Background: an optimization exercise with open tools, aiming at a short achievable clock period and few clock cycles. Do not read the settings as production practice.
The RTL was checked by simulation tests, not by an equivalence proof against the original design.
No activity file was given, so power comes from the tool's default toggle rates.

==> flow/design.v (excerpt) <==
module cache_top (
    input  logic     clk,
    input  logic     reset_i,
    input  logic           req_valid_i,
    input  logic [31:0]    req_addr_i,
    input  logic [255:0]   req_wdata_i,
    input  logic [31:0]    req_be_i,
    input  logic           req_write_i,
    output logic           resp_valid_o,
    output logic [255:0]   rdata_o,
    output logic           pmem_read_o,
    output logic           pmem_write_o,
    output logic [31:0]    pmem_addr_o,
    output logic [255:0]   pmem_wdata_o,
    input  logic [255:0]   pmem_rdata_i,
    input  logic           pmem_resp_i
);
    localparam int SETS = 8;
    logic [23:0] in_tag;
    logic [2:0]  in_set;
    logic [7:0]  in_dec;
    logic [31:0] in_wmask;
    assign in_tag   = req_addr_i[31:8];
    assign in_set   = req_addr_i[7:5];
    assign in_dec   = 8'b1 << in_set;
    assign in_wmask = req_write_i ? req_be_i : 32'd0;
    logic [23:0]  tag0_q [SETS];
    logic [23:0]  tag1_q [SETS];
    logic [255:0] dat0_q [SETS];
    logic [255:0] dat1_q [SETS];
    logic [SETS-1:0] val0_q, val1_q, dty0_q, dty1_q, lru_q;
    logic [23:0]  rtag_q;
    logic [2:0]   rset_q;
    logic [255:0] wdata_q;
    logic [31:0]  wmask_q;       
    logic         wr_q;          
    logic         way_q;         
    logic         hit_q;         
    logic         upd_q;         
    logic [23:0]  ptag_q;        
    logic [255:0] line_q;        
    logic [31:0]  rsel_q;        
    logic st_resp_q, st_wb_q, st_fill_q;
    logic [191:0] tag0_flat, tag1_flat;
    logic [7:0]   lru_fwd;
    for (genvar s = 0; s < SETS; s++) begin : g_flat
  ...
clock: 7.0 ns
lec_check: 0
abc_clock_period_in_ps: 3000
cap_margin: 20
core_margin: 2
core_utilization: 45
setup_slack_margin: 3.9
slew_margin: 20
synth_hierarchical: 1
synth_minimum_keep_size: 0
standard.sh (not shown) runs the stock make flow with config.mk's settings and CLKGATE_MAP_FILE= SYNTH_SCRIPT=/design/flow/synth_recipe.tcl, a recipe that flattens the netlist after the stock synthesis.
==> flow/flow/run.sh <==
#!/bin/bash
# The standard layout (the standard.sh, which runs the standard synthesis
# unchanged), except that:
#  - the input and output port buffers start as buf_4 instead of the slow
#    delay buffer buffer_ports picks by default;
#  - io.tcl groups the pins of each data byte (req_wdata_i, pmem_rdata_i,
#    rdata_o, pmem_wdata_o bits and the byte enable), so that the byte's
#    control signals do not have to cross the die.
# The make output goes to flow.log here; each ORFS step keeps its own log
# under orfs/logs.
set -euo pipefail
bash standard.sh "BUFFER_PORTS_ARGS=-buffer_cell sky130_fd_sc_hd__buf_4" \
    "IO_CONSTRAINTS=$PWD/flow/io.tcl" finish > flow.log 2>&1
Other scripts of this flow, unchanged in this note and not shown: flow/flow/io.tcl
Testbench counts at the start, summed over its fixed seeds: cycles 26,838.
Next try:
--- a/flow/design.v
+++ b/flow/design.v
@@ -62,12 +62,23 @@
         assign m1[s]    = val1_i[s] && (tag1_i[24*s +: 24] == tag_i);
         assign pick1[s] = m1[s] || (!m0[s] && lru_i[s]);
     end
     assign hit_o  = |(dec_i & (m0 | m1));
     assign hit1_o = |(dec_i & m1);
     assign way_o  = |(dec_i & pick1);
+endmodule
+`default_nettype wire
+`timescale 1ns/1ns
+`default_nettype none
+module cache_control (
+    input  logic st_resp_i,
+    input  logic st_fill_i,
+    input  logic pmem_resp_i,
+    output logic resp_valid_o
+);
+    assign resp_valid_o = st_resp_i || (st_fill_i && pmem_resp_i);
 endmodule
 `default_nettype wire
 `timescale 1ns/1ns
 `default_nettype none
 module cache_top (
     input  logic     clk,
@@ -267,13 +278,18 @@
                 st_fill_q <= 1'b1;
             end else if (fill_now) begin
                 st_fill_q <= 1'b0;
             end
         end
     end
-    assign resp_valid_o = st_resp_q || (st_fill_q && pmem_resp_i);
+    cache_control u_resp (
+        .st_resp_i    (st_resp_q),
+        .st_fill_i    (st_fill_q),
+        .pmem_resp_i  (pmem_resp_i),
+        .resp_valid_o (resp_valid_o)
+    );
     assign pmem_write_o = st_wb_q;
     assign pmem_read_o  = st_fill_q;
     assign pmem_addr_o  = {ptag_q, rset_q, 5'd0};
     assign pmem_wdata_o = line_q;
 endmodule
 `default_nettype wire
Outcome: Flip-flop and latch count is unchanged; routed wire length fell by 2.1%; total power went up by 0.42%; clock skew went up by 0.023 ns; count of clock-buffer cells in the layout shrinks by 35.
Testbench counts after the change, summed over its fixed seeds: cycles 26,838.


cache_top, a different RTL version from the one above (not shown whole).
For scale: ~18000 cells after synthesis, roughly 1100 I/O pins.
Settings: LEC_CHECK=0, ABC_CLOCK_PERIOD_IN_PS=3000, CAP_MARGIN=20, CORE_MARGIN=2, CORE_UTILIZATION=50, SETUP_SLACK_MARGIN=3.7, SLEW_MARGIN=20, SYNTH_HIERARCHICAL=1, SYNTH_MINIMUM_KEEP_SIZE=0; clock period 7.0 ns.
Scripts as last shown in full above: flow/flow/run.sh
Other scripts of this flow, unchanged in this note and not shown: flow/flow/io.tcl
The starting point completed with no timing, DRC or antenna violations.
Testbench counts at the start, summed over its fixed seeds: cycles 26,838.
Change:
--- a/flow/design.v
+++ b/flow/design.v
@@ -37,45 +37,43 @@
     input  logic        way_i,
     input  logic [63:0] line0_i,
     input  logic [63:0] line1_i,
     output logic [63:0] line_o
 );
     assign line_o = way_i ? line1_i : line0_i;
 endmodule
 `default_nettype wire
 `timescale 1ns/1ns
 `default_nettype none
 module cache_way_select (
     input  logic [23:0]  tag_i,
-    input  logic [2:0]   set_i,        
+    input  logic [7:0]   dec_i,        
     input  logic [191:0] tag0_i,       
     input  logic [191:0] tag1_i,
     input  logic [7:0]   val0_i,
     input  logic [7:0]   val1_i,
     input  logic [7:0]   lru_i,        
     output logic         hit_o,
     output logic         hit1_o,
     output logic         way_o         
 );
     logic [7:0] m0, m1, pick1;
     for (genvar s = 0; s < 8; s++) begin : g_set
         assign m0[s]    = val0_i[s] && (tag0_i[24*s +: 24] == tag_i);
         assign m1[s]    = val1_i[s] && (tag1_i[24*s +: 24] == tag_i);
         assign pick1[s] = m1[s] || (!m0[s] && lru_i[s]);
     end
-    logic [7:0] mm;
-    assign mm     = m0 | m1;
-    assign hit_o  = mm[set_i];
-    assign hit1_o = m1[set_i];
-    assign way_o  = pick1[set_i];
+    assign hit_o  = |(dec_i & (m0 | m1));
+    assign hit1_o = |(dec_i & m1);
+    assign way_o  = |(dec_i & pick1);
 endmodule
 `default_nettype wire
 `timescale 1ns/1ns
 `default_nettype none
 module cache_control (
     input  logic st_resp_i,
     input  logic st_fill_i,
     input  logic pmem_resp_i,
     output logic resp_valid_o
 );
     assign resp_valid_o = st_resp_i || (st_fill_i && pmem_resp_i);
 endmodule
@@ -128,25 +126,25 @@
     logic [191:0] tag0_flat, tag1_flat;
     logic [7:0]   lru_fwd;
     for (genvar s = 0; s < SETS; s++) begin : g_flat
         assign tag0_flat[24*s +: 24] = tag0_q[s];
         assign tag1_flat[24*s +: 24] = tag1_q[s];
         assign lru_fwd[s] = (upd_q && rset_q == s) ? !way_q : lru_q[s];
     end
     logic hit, hit1, way_n;
     logic [3:0] hit_c, hit1_c, way_c;
     for (genvar c = 0; c < 4; c++) begin : g_lookup
         cache_way_select u_lookup (
             .tag_i  (in_tag),
-            .set_i  (in_set),
+            .dec_i  (in_dec),
             .tag0_i (tag0_flat),
             .tag1_i (tag1_flat),
             .val0_i (val0_q),
             .val1_i (val1_q),
             .lru_i  (lru_fwd),
             .hit_o  (hit_c[c]),
             .hit1_o (hit1_c[c]),
             .way_o  (way_c[c])
         );
     end
     assign hit   = hit_c[0];
     assign hit1  = hit1_c[0];
What happened:
- via count grows by 0.34%
- flip-flop and latch count does not change
- global-route usage shrinks by 0.53 points
- die area is about the same
- clock-buffer cell count shrinks by 13
- setup slack gains 0.26 ns
- final area barely changes
- power is about the same
- sequential share of layout area is about the same
- critical path depth grows by 3
Testbench counts after the change, summed over its fixed seeds: cycles 26,838.

[afterwards: timing with drivers on the ports]
The flow's constraints put no driver on any port. The routed layouts listed below were extracted and timed again, unchanged, in two steps.
Step 1: set_driving_cell puts a clkbuf_16 on clk and a buf_2 on each other input, an assumption about the parent block.
Step 2 also shifts input and output timing later by t, the mid clock arrival at the registers, as if the neighbouring blocks saw the same clock.
Three values: no drivers, after step 1, after step 2; two values: the first two.
| run | shift t [ns] | setup slack, ns | hold WS [ns] | worst setup path after step 2 | cell pins on the clock port's net |
|---|---|---|---|---|---|
| the first run of note 1 | 1.195 | 3.367 / 3.187 / 1.992 | 0.477 / 0.391 / 0.498 | input to register | 1 |
| the second run of note 1 | 1.204 | 3.422 / 3.232 / 2.028 | 0.444 / 0.357 / 0.518 | input to register | 1 |
| the first run of note 2 | 1.167 | 3.181 / 3.088 / 1.920 | 0.501 / 0.414 / 0.512 | input to register | 1 |
| the second run of note 2 | 1.200 | 3.438 / 3.215 / 2.015 | 0.472 / 0.382 / 0.513 | input to register | 1 |
After both steps every run listed still meets setup and hold. For the second run of note 2, which loses most, drivers alone change the setup slack by -0.223 ns; drivers and shift together by -1.423 ns.
